What follows belongs to an exercise in optimizing a design on an open flow for small area, a short achievable clock period and few clock cycles; a production flow would make more cautious choices. RTL that was checked went through simulation tests only; none was proved equivalent to the original. Power figures rest on the tool's default switching activity, not on a simulated workload.

==> inputs of run a <==
Design chip8_cpu, start of the top module:
module chip8_cpu #(
  parameter int TICK_DIV = 64,
  parameter int STACK_DEPTH = 16
) (
  input wire clk,
  input wire reset,
  input wire mem_req_ready,
  input wire mem_rsp_valid,
  input wire chip8_bus_pkg::data_t mem_rdata,
  output logic mem_req_valid,
  output logic mem_req_write,
  output chip8_bus_pkg::addr_t mem_addr,
  output chip8_bus_pkg::data_t mem_wdata
);
Settings: LEC_CHECK=0, ABC_CLOCK_PERIOD_IN_PS=4000, CAP_MARGIN=20, CORE_MARGIN=2, CORE_UTILIZATION=40, SETUP_SLACK_MARGIN=5, SLEW_MARGIN=20; clock period 10.0 ns.
run.sh (not shown) runs the stock make flow with config.mk's settings and CLKGATE_MAP_FILE= SYNTH_SCRIPT=/design/flow/synth_recipe.tcl, a recipe that flattens the netlist after the stock synthesis.
==> run b: changes against run a <==
Settings changed: ABC_CLOCK_PERIOD_IN_PS 4000 to default, SETUP_SLACK_MARGIN 5 to default.
==> run notes <==
Against run a, the sequential share of layout area of run b is higher by 1.7 points. Run a produced a clean layout. Run b passed the timing, design-rule and antenna checks. Die area is the same in run a and run b. In synthesized cell count, run a and run b do not differ. Between run a and run b, the lower utilization is in run b (gap 2.1 points). Against run a, the final cell count of run b is lower by about 2.3%. Between run a and run b, the lower maximum frequency is in run b (gap about 30%, measured against run b).
Testbench counts of run a, summed over its fixed seeds: cycles 577,562.
Testbench counts of run b, summed over its fixed seeds: cycles 577,562.

---

==> 05-02: inputs <==
Another version of the RTL of chip8_cpu (not shown whole).
==> flow/config.mk <==
export PLATFORM = sky130hd
export DESIGN_NAME = chip8_cpu
export DESIGN_NICKNAME = chip8_cpu
export VERILOG_FILES = /design/flow/design.v
export SDC_FILE = /design/flow/constraint.sdc
export NUM_CORES = 4
export LEC_CHECK = 0
export ABC_AREA = 1
export ABC_CLOCK_PERIOD_IN_PS = 3000
export CAP_MARGIN = 20
export CORE_MARGIN = 2
export CORE_UTILIZATION = 40
export CTS_BUF_LIST = sky130_fd_sc_hd__clkbuf_8
export CTS_CLUSTER_DIAMETER = 60
export SETUP_SLACK_MARGIN = 5
export SLEW_MARGIN = 20
==> flow/constraint.sdc <==
create_clock -name core_clock -period 10.0 [get_ports {clk}]
set_input_delay 2.0000 -clock core_clock [delete_from_list [all_inputs] [get_ports {clk}]]
set_output_delay 2.0000 -clock core_clock [all_outputs]
set_load 0.01 [all_outputs]
standard.sh (not shown) runs the stock make flow with config.mk's settings and CLKGATE_MAP_FILE= SYNTH_SCRIPT=/design/flow/synth_recipe.tcl, a recipe that flattens the netlist after the stock synthesis.
==> flow/flow/run.sh <==
#!/bin/bash
# the standard layout, with its timing repair aiming for a larger setup margin,
# plain buffers on the ports and cell sizing not held to the same footprint
set -euo pipefail
bash standard.sh SETUP_SLACK_MARGIN=6.55 MATCH_CELL_FOOTPRINT=0 "BUFFER_PORTS_ARGS=-buffer_cell sky130_fd_sc_hd__buf_4" finish > standard.log 2>&1
==> 11-17 (differences from 05-02) <==
--- a/flow/design.v
+++ b/flow/design.v
@@ -285,19 +285,18 @@
   logic use_npc;         
   chip8_bus_pkg::addr_t npc;   
   logic half;            
   logic squash;          
   chip8_bus_pkg::data_t hi_q;
-  logic hi_jp, hi_call, hi_00, hi_f, hi_b_op;
+  logic hi_jp, hi_call, hi_00, hi_f;
   chip8_bus_pkg::data_t lo_q;
   logic ir_v;            
   chip8_bus_pkg::data_t opx;
   chip8_bus_pkg::data_t opy;
   chip8_isa_pkg::reg_idx_t xidx;
   chip8_bus_pkg::addr_t i_reg;
   logic m_iss;           
-  logic st_q;            
   logic [1:0] m_kind;
   logic [3:0] mcnt;      
   logic [3:0] mlast;
   logic l_act;           
   logic l_pend;          
@@ -351,22 +350,20 @@
   assign slot_free = ~rq_v | mem_req_ready;
   assign stalled_rd = rq_v & ~mem_req_ready & ~rq_w;
   assign ocnt_a = ocnt + {1'b0, acc_rd} - {1'b0, rsp};
   assign room = (ocnt_a != 2'd2);
   assign npc_inc = npc + 12'd1;
-  chip8_bus_pkg::addr_t add_sum;
-  assign add_sum = (hi_b_op ? {hi_q[3:0], lo_q} : i_reg) + chip8_bus_pkg::addr_t'(opx);
-  assign bnnn_tgt = add_sum;
+  assign bnnn_tgt = {hi_q[3:0], lo_q} + chip8_bus_pkg::addr_t'(v0_data);
   always_comb begin
     if (r_ret) tgt = stack_top;
     else if (r_jc) tgt = {hi_q[3:0], mem_rdata};
     else tgt = bnnn_tgt;
   end
   assign push_addr = npc_inc;
   assign stack_push = lo_ok & hi_call;
   assign stack_pop = r_ret;
-  assign rd_x_idx = st_q ? mcnt : (hi_b_op ? 4'd0 : xidx);
+  assign rd_x_idx = (m_iss && m_kind == MK_STORE) ? mcnt : xidx;
   assign rd_y_idx = mem_rdata[7:4];
   assign timer_load_value = opx;
   assign timer_load = ir_v & (op == chip8_isa_pkg::OP_MISC) & (lo_q == chip8_isa_pkg::MISC_SET_DT);
   assign flag_wr_en = ir_v & e_flag_en;
   assign flag_data = e_flag;
@@ -431,11 +428,10 @@
       hi_q <= mem_rdata;
       hi_jp <= (mem_rdata[7:4] == chip8_isa_pkg::OP_JP);
       hi_call <= (mem_rdata[7:4] == chip8_isa_pkg::OP_CALL);
       hi_00 <= (mem_rdata == 8'h00);
       hi_f <= (mem_rdata[7:4] == chip8_isa_pkg::OP_MISC);
-      hi_b_op <= (mem_rdata[7:4] == chip8_isa_pkg::OP_JP_V0);
       xidx <= mem_rdata[3:0];
     end
     lo_q <= mem_rdata;
     if (!(m_iss && m_kind == MK_BCD)) opx <= rd_x_data;
     opy <= rd_y_data;
@@ -458,11 +454,10 @@
       half <= 1'b0;
       squash <= 1'b0;
       ir_v <= 1'b0;
       i_reg <= '0;
       m_iss <= 1'b0;
-      st_q <= 1'b0;
       m_first <= 1'b0;
       m_kind <= '0;
       mcnt <= '0;
       l_act <= 1'b0;
     end else begin
@@ -480,11 +475,11 @@
       if (lo_b) squash <= 1'b0;
       else if (ir_v && e_skip) squash <= 1'b1;
       if (ir_v) begin
         if (op == chip8_isa_pkg::OP_LD_I) i_reg <= {hi_q[3:0], lo_q};
         else if (op == chip8_isa_pkg::OP_MISC && lo_q == chip8_isa_pkg::MISC_ADD_I)
-          i_reg <= add_sum;
+          i_reg <= i_reg + chip8_bus_pkg::addr_t'(opx);
       end
       if (r_mop) begin
         l_act <= lo_load & ~keep;
         l_pend <= lo_load & keep;
       end else if (rsp && dzero && kept) begin
@@ -500,22 +495,19 @@
       if (r_mop) begin
         m_kind <= s_kind;
         m_first <= ~slot_free;
         if (s_go) begin
           m_iss <= (s_last != 4'd0);
-          st_q <= lo_store & (s_last != 4'd0);
           mcnt <= 4'd1;
         end else begin
           m_iss <= 1'b1;
-          st_q <= lo_store;
           mcnt <= 4'd0;
         end
       end else begin
         if (slot_free) m_first <= 1'b0;
         if (c_go) begin
           m_iss <= (mcnt != mlast);
-          st_q <= st_q & (mcnt != mlast);
           mcnt <= mcnt + 4'd1;
         end
       end
     end
   end
==> flow/flow/run.sh (replaced) <==
#!/bin/bash
# the standard layout, with its timing repair aiming for a larger setup margin,
# plain buffers on the ports and cell sizing not held to the same footprint
set -euo pipefail
bash standard.sh SETUP_SLACK_MARGIN=6.8 MATCH_CELL_FOOTPRINT=0 "BUFFER_PORTS_ARGS=-buffer_cell sky130_fd_sc_hd__buf_4" finish > standard.log 2>&1
- CTS_BUF_LIST: sky130_fd_sc_hd__clkbuf_8 -> unset
- CTS_CLUSTER_DIAMETER: 60 -> unset
==> 01-01 (differences from 05-02) <==
--- a/flow/design.v
+++ b/flow/design.v
@@ -285,11 +285,11 @@
   logic use_npc;         
   chip8_bus_pkg::addr_t npc;   
   logic half;            
   logic squash;          
   chip8_bus_pkg::data_t hi_q;
-  logic hi_jp, hi_call, hi_00, hi_f, hi_b_op;
+  logic hi_jp, hi_call, hi_00, hi_f;
   chip8_bus_pkg::data_t lo_q;
   logic ir_v;            
   chip8_bus_pkg::data_t opx;
   chip8_bus_pkg::data_t opy;
   chip8_isa_pkg::reg_idx_t xidx;
@@ -351,22 +351,20 @@
   assign slot_free = ~rq_v | mem_req_ready;
   assign stalled_rd = rq_v & ~mem_req_ready & ~rq_w;
   assign ocnt_a = ocnt + {1'b0, acc_rd} - {1'b0, rsp};
   assign room = (ocnt_a != 2'd2);
   assign npc_inc = npc + 12'd1;
-  chip8_bus_pkg::addr_t add_sum;
-  assign add_sum = (hi_b_op ? {hi_q[3:0], lo_q} : i_reg) + chip8_bus_pkg::addr_t'(opx);
-  assign bnnn_tgt = add_sum;
+  assign bnnn_tgt = {hi_q[3:0], lo_q} + chip8_bus_pkg::addr_t'(v0_data);
   always_comb begin
     if (r_ret) tgt = stack_top;
     else if (r_jc) tgt = {hi_q[3:0], mem_rdata};
     else tgt = bnnn_tgt;
   end
   assign push_addr = npc_inc;
   assign stack_push = lo_ok & hi_call;
   assign stack_pop = r_ret;
-  assign rd_x_idx = st_q ? mcnt : (hi_b_op ? 4'd0 : xidx);
+  assign rd_x_idx = st_q ? mcnt : xidx;
   assign rd_y_idx = mem_rdata[7:4];
   assign timer_load_value = opx;
   assign timer_load = ir_v & (op == chip8_isa_pkg::OP_MISC) & (lo_q == chip8_isa_pkg::MISC_SET_DT);
   assign flag_wr_en = ir_v & e_flag_en;
   assign flag_data = e_flag;
@@ -431,11 +429,10 @@
       hi_q <= mem_rdata;
       hi_jp <= (mem_rdata[7:4] == chip8_isa_pkg::OP_JP);
       hi_call <= (mem_rdata[7:4] == chip8_isa_pkg::OP_CALL);
       hi_00 <= (mem_rdata == 8'h00);
       hi_f <= (mem_rdata[7:4] == chip8_isa_pkg::OP_MISC);
-      hi_b_op <= (mem_rdata[7:4] == chip8_isa_pkg::OP_JP_V0);
       xidx <= mem_rdata[3:0];
     end
     lo_q <= mem_rdata;
     if (!(m_iss && m_kind == MK_BCD)) opx <= rd_x_data;
     opy <= rd_y_data;
@@ -480,11 +477,11 @@
       if (lo_b) squash <= 1'b0;
       else if (ir_v && e_skip) squash <= 1'b1;
       if (ir_v) begin
         if (op == chip8_isa_pkg::OP_LD_I) i_reg <= {hi_q[3:0], lo_q};
         else if (op == chip8_isa_pkg::OP_MISC && lo_q == chip8_isa_pkg::MISC_ADD_I)
-          i_reg <= add_sum;
+          i_reg <= i_reg + chip8_bus_pkg::addr_t'(opx);
       end
       if (r_mop) begin
         l_act <= lo_load & ~keep;
         l_pend <= lo_load & keep;
       end else if (rsp && dzero && kept) begin
==> flow/flow/run.sh (replaced) <==
#!/bin/bash
# the standard layout, with its timing repair aiming for a larger setup margin,
# plain buffers on the ports and cell sizing not held to the same footprint
set -euo pipefail
bash standard.sh SETUP_SLACK_MARGIN=6.5 MATCH_CELL_FOOTPRINT=0 "BUFFER_PORTS_ARGS=-buffer_cell sky130_fd_sc_hd__buf_4" finish > standard.log 2>&1
- CORE_UTILIZATION: 40 -> 55
- CTS_BUF_LIST: sky130_fd_sc_hd__clkbuf_8 -> unset
- CTS_CLUSTER_DIAMETER: 60 -> unset
==> comparison <==
The lowest cell count belongs to 01-01, the highest to 11-17. In 05-02 the routed wire length is higher than in 01-01, by about 3.3%. Of 05-02 and 11-17, 05-02 has the higher clock-buffer cell count (gap 24). The lowest utilization belongs to 05-02, the highest to 01-01. Non-clock buffer count, lowest first: 01-01, 05-02, 11-17.
==> figures <==
| item | 01-01 | 11-17 | 05-02 |
|---|---|---|---|
| Run status | no timing/DRC/antenna violations | no timing/DRC/antenna violations | no timing/DRC/antenna violations |
| Worst-Margin Slew | 1.126 ns | 0.8324 ns | 0.9130 ns |
| Adder and majority gate portion of the synthesized area | 3.654% | 3.667% | 3.158% |
| Top-area cell type share of the netlist area | 45.50% | 45.66% | 45.81% |
| Non-Clock Buffer Area Fraction | 4.098% | 9.570% | 4.763% |
| Placer Congestion | 0.9746 | 1.015 | 0.9900 |
| Cell type of the slowest stage on the worst timing path | o21ai_2 | buf_4 | a211oi_2 |
| Max Clock Freq | 280.3 MHz | 291.2 MHz | 291.4 MHz |
| Number of buffers other than clock buffers in the final layout | 118 | 288 | 144 |
| Switching component of the power | 0.002924 W | 0.004061 W | 0.002920 W |
| Routing usage on met1 | 43.93% | 37.37% | 34.62% |
| Initial Util | 56.07% | 40.65% | 40.63% |
Testbench counts of 05-02, summed over its fixed seeds: cycles 560,864.
Testbench counts of 01-01, summed over its fixed seeds: cycles 560,864.
No functional check of the RTL was part of 11-17.

-- port drivers added, routing unchanged --
Ports are ideal in the flow. The routed layouts listed here were re-timed in OpenROAD.
Step 1 assumes that a clkbuf_16 drives the clock port and a buf_2 every other input.
Step 2 also shifts input and output timing later by t, the mid clock arrival at the registers, as if the neighbouring blocks saw the same clock.
a / b / c = ideal ports / drivers / drivers and shift; a / b = the first two.
run | shift t [ns] | slack for setup (ns) | latest minus earliest clock arrival (ns)
run a | 0.651 | 5.068 / 5.071 / 4.449 | 0.062 / 0.062
run b | 0.670 | 3.662 / 3.662 / 3.619 | 0.054 / 0.054
05-02 | 0.720 | 6.569 / 6.542 / 5.836 | 0.049 / 0.050
11-17 | 0.673 | 6.567 / 6.564 / 5.891 | 0.039 / 0.039
01-01 | 0.651 | 6.432 / 6.464 / 5.814 | 0.021 / 0.021
After both steps every run listed still meets setup and hold. The setup slack of 05-02, which loses most, moves by -0.027 ns with the drivers and by -0.733 ns with both steps.
